This design comes from an exercise in tuning for small area, a short achievable clock period and few clock cycles per item on the open sky130 flow, not from production work. In this exercise RTL edits were held to simulation tests only and were not proved equivalent to the original. Power and IR drop assume default switching activity.

==> job 6468 <==
==> flow/design.v <==
package core_pkg;
    localparam int XLEN    = 32;
    localparam int SHAMT_W = $clog2(XLEN);
    typedef logic [XLEN-1:0] word_t;
    typedef logic [4:0]      reg_addr_t;
    localparam logic [1:0] BRANCH_PRFX = 2'b10;
    localparam logic [1:0] J_PRFX      = 2'b11;
    typedef enum logic [4:0] {
        ALU_ADD   = 5'b00000,
        ALU_SUB   = 5'b00001,
        ALU_SLL   = 5'b00010,
        ALU_SLT   = 5'b00011,
        ALU_SLTU  = 5'b00100,
        ALU_XOR   = 5'b00101,
        ALU_SRL   = 5'b00110,
        ALU_SRA   = 5'b00111,
        ALU_OR    = 5'b01000,
        ALU_AND   = 5'b01001,
        ALU_LUI   = 5'b01010,
        ALU_AUIPC = 5'b01011,
        ALU_BEQ   = 5'b10000,   
        ALU_BNE   = 5'b10001,
        ALU_BLT   = 5'b10100,
        ALU_BGE   = 5'b10101,
        ALU_BLTU  = 5'b10110,
        ALU_BGEU  = 5'b10111,
        ALU_JAL   = 5'b11000,
        ALU_JALR  = 5'b11001
    } alu_op_e;
    localparam logic [6:0] OPC_OP     = 7'b0110011;
    localparam logic [6:0] OPC_OP_IMM = 7'b0010011;
    localparam logic [6:0] OPC_LUI    = 7'b0110111;
    localparam logic [6:0] OPC_AUIPC  = 7'b0010111;
    localparam logic [6:0] OPC_JAL    = 7'b1101111;
    localparam logic [6:0] OPC_JALR   = 7'b1100111;
    localparam logic [6:0] OPC_BRANCH = 7'b1100011;
    localparam logic [2:0] F3_ADD_SUB = 3'b000;
    localparam logic [2:0] F3_SLL     = 3'b001;
    localparam logic [2:0] F3_SLT     = 3'b010;
    localparam logic [2:0] F3_SLTU    = 3'b011;
    localparam logic [2:0] F3_XOR     = 3'b100;
    localparam logic [2:0] F3_SRL_SRA = 3'b101;
    localparam logic [2:0] F3_OR      = 3'b110;
    localparam logic [2:0] F3_AND     = 3'b111;
    localparam logic [2:0] F3_JALR    = 3'b000;
    localparam logic [2:0] F3_BEQ  = 3'b000;
    localparam logic [2:0] F3_BNE  = 3'b001;
    localparam logic [2:0] F3_BLT  = 3'b100;
    localparam logic [2:0] F3_BGE  = 3'b101;
    localparam logic [2:0] F3_BLTU = 3'b110;
    localparam logic [2:0] F3_BGEU = 3'b111;
    localparam logic [6:0] F7_BASE = 7'b0000000;
    localparam logic [6:0] F7_ALT  = 7'b0100000;   
    typedef struct packed {
        logic [6:0] funct7;
        reg_addr_t  rs2;
        reg_addr_t  rs1;
        logic [2:0] funct3;
        reg_addr_t  rd;
        logic [6:0] opcode;
    } r_fmt_t;
    typedef struct packed {
        logic [11:0] imm_11_0;
        reg_addr_t   rs1;
        logic [2:0]  funct3;
        reg_addr_t   rd;
        logic [6:0]  opcode;
    } i_fmt_t;
    typedef struct packed {
        logic       imm_12;
        logic [5:0] imm_10_5;
        reg_addr_t  rs2;
        reg_addr_t  rs1;
        logic [2:0] funct3;
        logic [3:0] imm_4_1;
        logic       imm_11;
        logic [6:0] opcode;
    } b_fmt_t;
    typedef struct packed {
        logic [19:0] imm_31_12;
        reg_addr_t   rd;
        logic [6:0]  opcode;
    } u_fmt_t;
    typedef struct packed {
        logic       imm_20;
        logic [9:0] imm_10_1;
        logic       imm_11;
        logic [7:0] imm_19_12;
        reg_addr_t  rd;
        logic [6:0] opcode;
    } j_fmt_t;
    typedef union packed {
        r_fmt_t r;
        i_fmt_t i;
        b_fmt_t b;
        u_fmt_t u;
        j_fmt_t j;
    } instr_u;
endpackage
`timescale 1ns/1ps
module px_add #(
    parameter int W    = 32,
    parameter int KIND = 0
) (
    input  logic [W-1:0] a,
    input  logic [W-1:0] b,
    input  logic         cin,
    output logic [W-1:0] s,
    output logic         cout,
    output logic [W-1:0] p,
    output logic [W-1:0] g
);
    localparam int L = $clog2(W);
    logic [W-1:0] gg [0:L];
    logic [W-1:0] pg [0:L];
    logic [W-1:0] gk;
    logic [W-1:0] pk;
    assign p = a ^ b;
    assign g = a & b;
    always_comb begin
        gg[0]    = g;
        pg[0]    = p;
        gg[0][0] = g[0] | (p[0] & cin);
        for (int l = 0; l < L; l++) begin
            for (int i = 0; i < W; i++) begin
                gg[l+1][i] = gg[l][i];
                pg[l+1][i] = pg[l][i];
                if (KIND == 0 && i >= (1 << l)) begin
                    gg[l+1][i] = gg[l][i] | (pg[l][i] & gg[l][i - (1 << l)]);
                    pg[l+1][i] = pg[l][i] & pg[l][i - (1 << l)];
                end
                if (KIND == 1 && (i & (1 << l)) != 0) begin
                    gg[l+1][i] = gg[l][i] | (pg[l][i] & gg[l][((i >> l) << l) - 1]);
                    pg[l+1][i] = pg[l][i] & pg[l][((i >> l) << l) - 1];
                end
            end
        end
        gk = gg[0];
        pk = pg[0];
        for (int l = 0; l < L; l++)
            for (int i = 0; i < W; i++)
                if (((i + 1) % (2 << l)) == 0) begin
                    gk[i] = gk[i] | (pk[i] & gk[i - (1 << l)]);
                    pk[i] = pk[i] & pk[i - (1 << l)];
                end
        for (int l = L - 2; l >= 0; l--)
            for (int i = 0; i < W; i++)
                if (((i + 1) % (2 << l)) == (1 << l) && i >= (2 << l)) begin
                    gk[i] = gk[i] | (pk[i] & gk[i - (1 << l)]);
                    pk[i] = pk[i] & pk[i - (1 << l)];
                end
    end
    logic [W-1:0] c;
    assign c    = (KIND == 2) ? gk : gg[L];
    assign s    = p ^ {c[W-2:0], cin};
    assign cout = c[W-1];
endmodule
module ex_top (
    input  logic         clk_i,
    input  logic         rst_n_i,
    input  logic         in_valid_i,
    output logic         in_ready_o,
    input  logic [31:0]  in_instr_i,
    input  logic [31:0]  in_pc_i,
    input  logic [31:0]  in_rs1_data_i,
    input  logic [31:0]  in_rs2_data_i,
    output logic         out_valid_o,
    input  logic         out_ready_i,
    output logic [4:0]   out_rd_addr_o,
    output logic         out_rd_we_o,
    output logic [31:0]  out_rd_data_o,
    output logic         out_flush_o,
    output logic [31:0]  out_target_o,
    output logic         out_illegal_o
);
    logic [31:0] x, pc, a, b;
    assign x  = in_instr_i;
    assign pc = in_pc_i;
    assign a  = in_rs1_data_i;
    assign b  = in_rs2_data_i;
    logic [6:0] opc;
    logic [2:0] f3;
    logic [6:0] f7;
    assign opc = x[6:0];
    assign f3  = x[14:12];
    assign f7  = x[31:25];
    logic is_op, is_opimm, is_lui, is_auipc, is_jal, is_jalr, is_br;
    assign is_op    = (opc == 7'b0110011);
    assign is_opimm = (opc == 7'b0010011);
    assign is_lui   = (opc == 7'b0110111);
    assign is_auipc = (opc == 7'b0010111);
    assign is_jal   = (opc == 7'b1101111);
    assign is_jalr  = (opc == 7'b1100111);
    assign is_br    = (opc == 7'b1100011);
    logic f7_zero, f7_alt;
    assign f7_zero = (f7 == 7'b0000000);
    assign f7_alt  = (f7 == 7'b0100000);
    logic illegal;
    always_comb begin
        illegal = 1'b1;
        if (is_op)
            illegal = (f3 == 3'b000 || f3 == 3'b101) ? !(f7_zero || f7_alt) : !f7_zero;
        else if (is_opimm)
            illegal = (f3 == 3'b001) ? !f7_zero : (f3 == 3'b101) ? !(f7_zero || f7_alt) : 1'b0;
        else if (is_lui || is_auipc || is_jal)
            illegal = 1'b0;
        else if (is_jalr)
            illegal = (f3 != 3'b000);
        else if (is_br)
            illegal = (f3[2:1] == 2'b01);
    end
    logic        use_rs2;
    logic        sub;
    logic [31:0] imm_i;
    logic [31:0] op2;
    assign use_rs2 = x[5] & ~x[2];
    assign imm_i   = {{20{x[31]}}, x[31:20]};
    assign op2     = use_rs2 ? b : imm_i;
    assign sub = x[6] ? ~x[2] : ((~f3[2] & f3[1]) | (x[5] & x[30]));
    logic [31:0] op2x;
    logic [31:0] sum;
    logic        cout;
    logic [31:0] pr;
    logic [31:0] gr;
    assign op2x = use_rs2 ? (b ^ {32{sub}}) : (imm_i ^ {32{sub}});
    px_add #(.W(32), .KIND(1)) i_add (
        .a(a), .b(op2x), .cin(sub), .s(sum), .cout(cout), .p(pr), .g(gr)
    );
    logic ltu, lts, eq, lt;
    assign ltu = ~cout;
    assign lts = (a[31] ^ op2[31]) ? a[31] : ltu;
    assign eq  = &pr;
    assign lt  = (x[6] ? f3[1] : f3[0]) ? ltu : lts;
    logic [4:0]  shamt;
    logic        sleft;
    logic        sarith;
    logic [31:0] sh_in;
    logic [31:0] sh_r;
    assign shamt  = op2[4:0];
    assign sleft  = ~f3[2];
    assign sarith = x[30] & a[31];
    always_comb begin
        for (int i = 0; i < 32; i++) sh_in[i] = sleft ? a[31-i] : a[i];
    end
    assign sh_r = 32'($signed({sarith & ~sleft, sh_in}) >>> shamt);
    logic [31:0] imm_pc;
    always_comb begin
        if (x[3])       imm_pc = {{12{x[31]}}, x[19:12], x[20], x[30:21], 1'b0};
        else if (!x[2]) imm_pc = {{20{x[31]}}, x[7], x[30:25], x[11:8], 1'b0};
        else            imm_pc = {x[31:12], 12'b0};
    end
    logic [31:0] pc_sum;
    logic [31:0] pc4;
    logic        pc_cout_unused;
    logic [31:0] pc_p_unused;
    logic [31:0] pc_g_unused;
    px_add #(.W(32), .KIND(2)) i_pcadd (
        .a(pc), .b(imm_pc), .cin(1'b0), .s(pc_sum), .cout(pc_cout_unused),
        .p(pc_p_unused), .g(pc_g_unused)
    );
    assign pc4 = {pc[31:2] + 30'd1, pc[1:0]};
    logic [31:0] t_d;
    assign t_d = (x[6] ? (x[2] & ~x[3]) : ~x[2]) ? {sum[31:1], sum[0] & ~x[6]} : pc_sum;
    logic [31:0] d_d;
    always_comb begin
        if (x[2]) begin
            d_d = x[4] ? {x[31:12], 12'b0} : pc4;
        end else begin
            case (f3)
                3'b010, 3'b011: d_d = {31'b0, lt};
                3'b100:         d_d = pr;
                3'b001, 3'b101: d_d = sh_r;
                3'b110:         d_d = pr | gr;
                default:        d_d = gr;
            endcase
        end
    end
    logic use_t_d;
    logic rev_d;
    assign use_t_d = x[2] ? (x[4] & ~x[5]) : (f3 == 3'b000);
    assign rev_d   = ~x[2] & (f3 == 3'b001);
    logic cmp_d;
    assign cmp_d = f3[2] ? lt : eq;
    logic wb_we;
    assign wb_we = !illegal && !is_br && (x[11:7] != 5'd0);
    logic accept;
    assign in_ready_o = !out_valid_o || out_ready_i;
    assign accept     = in_valid_i && in_ready_o;
    always_ff @(posedge clk_i or negedge rst_n_i) begin
        if (!rst_n_i) out_valid_o <= 1'b0;
        else if (in_ready_o) out_valid_o <= in_valid_i;
    end
    logic [31:0] t_q, d_q;
    logic        use_t_q, rev_q, cmp_q, inv_q, br_q, jmp_q;
    logic [31:0] d_rev;
    always_ff @(posedge clk_i) begin
        if (accept) begin
            out_rd_addr_o <= x[11:7];
            out_rd_we_o   <= wb_we;
            out_illegal_o <= illegal;
            t_q           <= t_d;
            d_q           <= d_d;
            use_t_q       <= use_t_d;
            rev_q         <= rev_d;
            cmp_q         <= cmp_d;
            inv_q         <= f3[0];
            br_q          <= is_br && !illegal;
            jmp_q         <= is_jal || (is_jalr && !illegal);
        end
    end
    assign out_target_o  = t_q;
    always_comb begin
        for (int i = 0; i < 32; i++) d_rev[i] = d_q[31-i];
    end
    assign out_rd_data_o = use_t_q ? t_q : (rev_q ? d_rev : d_q);
    assign out_flush_o   = jmp_q || (br_q && (cmp_q ^ inv_q));
endmodule
==> flow/flow/run.sh <==
#!/bin/bash
set -euo pipefail
W=$(pwd)
F=$W/flow
RES=$W/orfs/results/$FLOW_PLATFORM/ex_top/base
source "$F/settings.sh"

# Synthesis: reference script, with the ABC script swapped through a variable trace.
cat > "$W/synth_swap_abc.tcl" <<TCL
proc my_abc_script_trace {name1 name2 op} {
  global abc_script
  if {\$abc_script ne "$F/abc_map.script"} { set abc_script "$F/abc_map.script" }
}
trace add variable ::abc_script write my_abc_script_trace
source $W/synth_recipe.tcl
TCL
make -C "$FLOW_HOME" DESIGN_CONFIG="$W/config.mk" WORK_HOME="$W/orfs" CLKGATE_MAP_FILE= \
  SYNTH_SCRIPT="$W/synth_swap_abc.tcl" $SYNTH_EXTRA "$RES/1_2_yosys.v" > "$W/flow_synth.log" 2>&1

# The rest of the standard flow, on that netlist.
bash "$W/standard.sh" finish "BUFFER_PORTS_ARGS=-buffer_cell sky130_fd_sc_hd__buf_1" \
  > "$W/flow_layout.log" 2>&1
==> flow/flow/abc_map.script <==
strash
dch
map -D 2000
topo
stime -c
==> flow/flow/settings.sh <==
# Extra make variables for the synthesis step (ADDER_MAP_FILE= skips ORFS's full/half-adder
# extraction before ABC).
SYNTH_EXTRA="ADDER_MAP_FILE="
==> flow/standard.sh <==
#!/bin/bash
# synth_recipe.tcl (not shown) runs the flow's synth.tcl, then flattens the netlist and writes it again
# the make line also repeats each setting of config.mk as NAME=value (left out here)
make -C /OpenROAD-flow-scripts/flow DESIGN_CONFIG=/design/flow/config.mk WORK_HOME=/design/flow/orfs CLKGATE_MAP_FILE= SYNTH_SCRIPT=/design/flow/synth_recipe.tcl "${@:-finish}"
==> flow/config.mk <==
export PLATFORM = sky130hd
export DESIGN_NAME = ex_top
export DESIGN_NICKNAME = ex_top
export VERILOG_FILES = /design/flow/design.v
export SDC_FILE = /design/flow/constraint.sdc
export NUM_CORES = 4
export LEC_CHECK = 0
export ABC_CLOCK_PERIOD_IN_PS = 5000
export CAP_MARGIN = 20
export CORE_MARGIN = 2
export CORE_UTILIZATION = 40
export CTS_BUF_LIST = sky130_fd_sc_hd__clkbuf_8
export CTS_CLUSTER_SIZE = 40
export SETUP_SLACK_MARGIN = 2.6
export SLEW_MARGIN = 20
==> flow/constraint.sdc <==
create_clock -name core_clock -period 7.0 [get_ports {clk_i}]
set_input_delay 1.4000 -clock core_clock [delete_from_list [all_inputs] [get_ports {clk_i}]]
set_output_delay 1.4000 -clock core_clock [all_outputs]
set_load 0.01 [all_outputs]
==> job 9136: changes against job 6468 <==
==> flow/design.v, changed modules only <==
module ex_top (
    input  logic         clk_i,
    input  logic         rst_n_i,
    input  logic         in_valid_i,
    output logic         in_ready_o,
    input  logic [31:0]  in_instr_i,
    input  logic [31:0]  in_pc_i,
    input  logic [31:0]  in_rs1_data_i,
    input  logic [31:0]  in_rs2_data_i,
    output logic         out_valid_o,
    input  logic         out_ready_i,
    output logic [4:0]   out_rd_addr_o,
    output logic         out_rd_we_o,
    output logic [31:0]  out_rd_data_o,
    output logic         out_flush_o,
    output logic [31:0]  out_target_o,
    output logic         out_illegal_o
);
    logic [31:0] x, pc, a, b;
    assign x  = in_instr_i;
    assign pc = in_pc_i;
    assign a  = in_rs1_data_i;
    assign b  = in_rs2_data_i;
    logic [6:0] opc;
    logic [2:0] f3;
    logic [6:0] f7;
    assign opc = x[6:0];
    assign f3  = x[14:12];
    assign f7  = x[31:25];
    logic is_op, is_opimm, is_lui, is_auipc, is_jal, is_jalr, is_br;
    assign is_op    = (opc == 7'b0110011);
    assign is_opimm = (opc == 7'b0010011);
    assign is_lui   = (opc == 7'b0110111);
    assign is_auipc = (opc == 7'b0010111);
    assign is_jal   = (opc == 7'b1101111);
    assign is_jalr  = (opc == 7'b1100111);
    assign is_br    = (opc == 7'b1100011);
    logic f7_zero, f7_alt;
    assign f7_zero = (f7 == 7'b0000000);
    assign f7_alt  = (f7 == 7'b0100000);
    logic illegal;
    always_comb begin
        illegal = 1'b1;
        if (is_op)
            illegal = (f3 == 3'b000 || f3 == 3'b101) ? !(f7_zero || f7_alt) : !f7_zero;
        else if (is_opimm)
            illegal = (f3 == 3'b001) ? !f7_zero : (f3 == 3'b101) ? !(f7_zero || f7_alt) : 1'b0;
        else if (is_lui || is_auipc || is_jal)
            illegal = 1'b0;
        else if (is_jalr)
            illegal = (f3 != 3'b000);
        else if (is_br)
            illegal = (f3[2:1] == 2'b01);
    end
    logic        use_rs2;
    logic        sub;
    logic [31:0] imm_i;
    logic [31:0] op2;
    assign use_rs2 = x[5] & ~x[2];
    assign imm_i   = {{20{x[31]}}, x[31:20]};
    assign op2     = use_rs2 ? b : imm_i;
    assign sub = x[6] ? ~x[2] : ((~f3[2] & f3[1]) | (x[5] & x[30]));
    logic [31:0] op2x;
    logic [31:0] sum;
    logic        cout;
    logic [31:0] pr;
    logic [31:0] gr;
    assign op2x = op2 ^ {32{sub}};
    px_add #(.W(32), .KIND(0)) i_add (
        .a(a), .b(op2x), .cin(sub), .s(sum), .cout(cout), .p(pr), .g(gr)
    );
    logic ltu, lts, eq, lt;
    assign ltu = ~cout;
    assign lts = (a[31] ^ op2[31]) ? a[31] : ltu;
    assign eq  = &pr;
    assign lt  = (x[6] ? f3[1] : f3[0]) ? ltu : lts;
    logic [4:0]  shamt;
    logic        sleft;
    logic        sarith;
    logic [31:0] sh_in;
    logic [31:0] sh_r;
    logic [31:0] sh_l;
    assign shamt  = op2[4:0];
    assign sleft  = ~f3[2];
    assign sarith = x[30] & a[31];
    always_comb begin
        for (int i = 0; i < 32; i++) sh_in[i] = sleft ? a[31-i] : a[i];
    end
    assign sh_r = 32'($signed({sarith & ~sleft, sh_in}) >>> shamt);
    always_comb begin
        for (int i = 0; i < 32; i++) sh_l[i] = sh_r[31-i];
    end
    logic [31:0] imm_pc;
    always_comb begin
        if (x[3])       imm_pc = {{12{x[31]}}, x[19:12], x[20], x[30:21], 1'b0};
        else if (!x[2]) imm_pc = {{20{x[31]}}, x[7], x[30:25], x[11:8], 1'b0};
        else            imm_pc = {x[31:12], 12'b0};
    end
    logic [31:0] pc_sum;
    logic [31:0] pc4;
    logic        pc_cout_unused;
    logic [31:0] pc_p_unused;
    logic [31:0] pc_g_unused;
    px_add #(.W(32), .KIND(2)) i_pcadd (
        .a(pc), .b(imm_pc), .cin(1'b0), .s(pc_sum), .cout(pc_cout_unused),
        .p(pc_p_unused), .g(pc_g_unused)
    );
    assign pc4 = {pc[31:2] + 30'd1, pc[1:0]};
    logic [31:0] t_d;
    always_comb begin
        if (x[6] ? (x[2] & ~x[3]) : (~x[2] & ~f3[0]))
            t_d = {sum[31:1], sum[0] & ~x[6]};
        else if (!x[2] && !x[6])
            t_d = sh_l;
        else
            t_d = pc_sum;
    end
    logic [31:0] d_d;
    always_comb begin
        if (x[2]) begin
            d_d = x[4] ? {x[31:12], 12'b0} : pc4;
        end else begin
            case (f3)
                3'b010, 3'b011: d_d = {31'b0, lt};
                3'b100:         d_d = pr;
                3'b101:         d_d = sh_r;
                3'b110:         d_d = pr | gr;
                default:        d_d = gr;
            endcase
        end
    end
    logic use_t_d;
    assign use_t_d = x[2] ? (x[4] & ~x[5]) : (f3[2:1] == 2'b00);
    logic cmp_d;
    assign cmp_d = f3[2] ? lt : eq;
    logic wb_we;
    assign wb_we = !illegal && !is_br && (x[11:7] != 5'd0);
    logic accept;
    assign in_ready_o = !out_valid_o || out_ready_i;
    assign accept     = in_valid_i && in_ready_o;
    always_ff @(posedge clk_i or negedge rst_n_i) begin
        if (!rst_n_i) out_valid_o <= 1'b0;
        else if (in_ready_o) out_valid_o <= in_valid_i;
    end
    logic [31:0] t_q, d_q;
    logic        use_t_q, cmp_q, inv_q, br_q, jmp_q;
    always_ff @(posedge clk_i) begin
        if (accept) begin
            out_rd_addr_o <= x[11:7];
            out_rd_we_o   <= wb_we;
            out_illegal_o <= illegal;
            t_q           <= t_d;
            d_q           <= d_d;
            use_t_q       <= use_t_d;
            cmp_q         <= cmp_d;
            inv_q         <= f3[0];
            br_q          <= is_br && !illegal;
            jmp_q         <= is_jal || (is_jalr && !illegal);
        end
    end
    assign out_target_o  = t_q;
    assign out_rd_data_o = use_t_q ? t_q : d_q;
    assign out_flush_o   = jmp_q || (br_q && (cmp_q ^ inv_q));
endmodule
==> flow/flow/abc_map.script (replaced) <==
strash
dch
map -a
topo
stime -c
==> flow/flow/settings.sh (replaced) <==
# Extra make variables for the synthesis step (ADDER_MAP_FILE= skips ORFS's full/half-adder
# extraction before ABC).
SYNTH_EXTRA=""
--- a/flow/config.mk
+++ b/flow/config.mk
@@ -10,6 +10,4 @@
 export CORE_MARGIN = 2
 export CORE_UTILIZATION = 40
-export CTS_BUF_LIST = sky130_fd_sc_hd__clkbuf_8
-export CTS_CLUSTER_SIZE = 40
-export SETUP_SLACK_MARGIN = 2.6
+export SETUP_SLACK_MARGIN = 2.0
 export SLEW_MARGIN = 20
==> comparison <==
In job 6468 the worst hold slack is lower than in job 9136, by 0.0034 ns.
In job 6468 the global-route usage is lower than in job 9136, by 0.66 points.
In job 6468 the combinational power is smaller than in job 9136, by about 17%.
First-iteration DRC count: job 9136 is higher than job 6468 (0.43%).
Of job 6468 and job 9136, job 6468 has the higher sequential power (gap about 2%, measured against job 9136).
Against job 9136, the die area of job 6468 is lower by about 6.5%.
Synthesized cell count: job 9136 is smaller than job 6468 (4.7%).
Against job 6468, the count of clock-buffer cells in the layout of job 9136 is higher by 2.
==> figures <==
	job 6468	job 9136
Multi-input gate share of total cell area	59.67%	61.78%
Post_cts resized	62	51
Horizontal extent of the die	163.5 microns	169.0 microns
Synthesized-area fraction occupied by xor and xnor cells	4.822%	5.467%
Vias in the first global route	11,682	12,244
Maximum single-stage delay on the critical path	0.28 ns	0.31 ns
Die outline height	163.5 microns	169.0 microns
Run status	complete, no violations	complete, no violations
Power consumption	2.221 mW	2.536 mW
Drt pass-1 iters	8	5
Met1 routed wirelength after detailed routing	20,990 microns	22,680 microns
Slowest cell on the critical path	sky130_fd_sc_hd__o21ai_4	sky130_fd_sc_hd__or2_2
Number of diodes added for antenna fixing	0	1
Net count of the mapped netlist	1,823	1,854
Worst slew margin	27.13%	24.86%
Sum of net half-perimeters after detailed placement	37,840 microns	43,380 microns
Met3 capacity usage during global routing	6.171%	7.599%
Testbench counts of job 6468, summed over its fixed seeds: cycles 16,008, items 16,000.
Testbench counts of job 9136, summed over its fixed seeds: cycles 16,008, items 16,000.

## afterwards: timing with drivers on the ports
The flow's constraints put no driver on any port. The routed layouts listed below were extracted and timed again, unchanged, in two steps.
Step 1 sets driving cells, clkbuf_16 on the clock port and buf_2 on the other inputs (assumed; they add their load-dependent delay and slew).
Step 2 moves the port delays by t, midway between the first and last clock arrival at a register: inputs arrive t later, outputs are due t later. That takes back most of the time a late clock gives input paths.
Slacks: ideal ports / drivers / drivers and shift; pairs: ideal ports / drivers.
| run | shift t [ns] | slack for setup (ns) | latest minus earliest clock arrival (ns) |
|---|---|---|---|
| job 6468 | 0.428 | 2.671 / 2.678 / 2.250 | 0.017 / 0.018 |
| job 9136 | 0.398 | 1.986 / 1.990 / 1.592 | 0.009 / 0.010 |
After both steps setup and hold are still met in every run listed. The setup slack of job 6468, which loses most, moves by +0.007 ns with the drivers and by -0.421 ns with both steps.
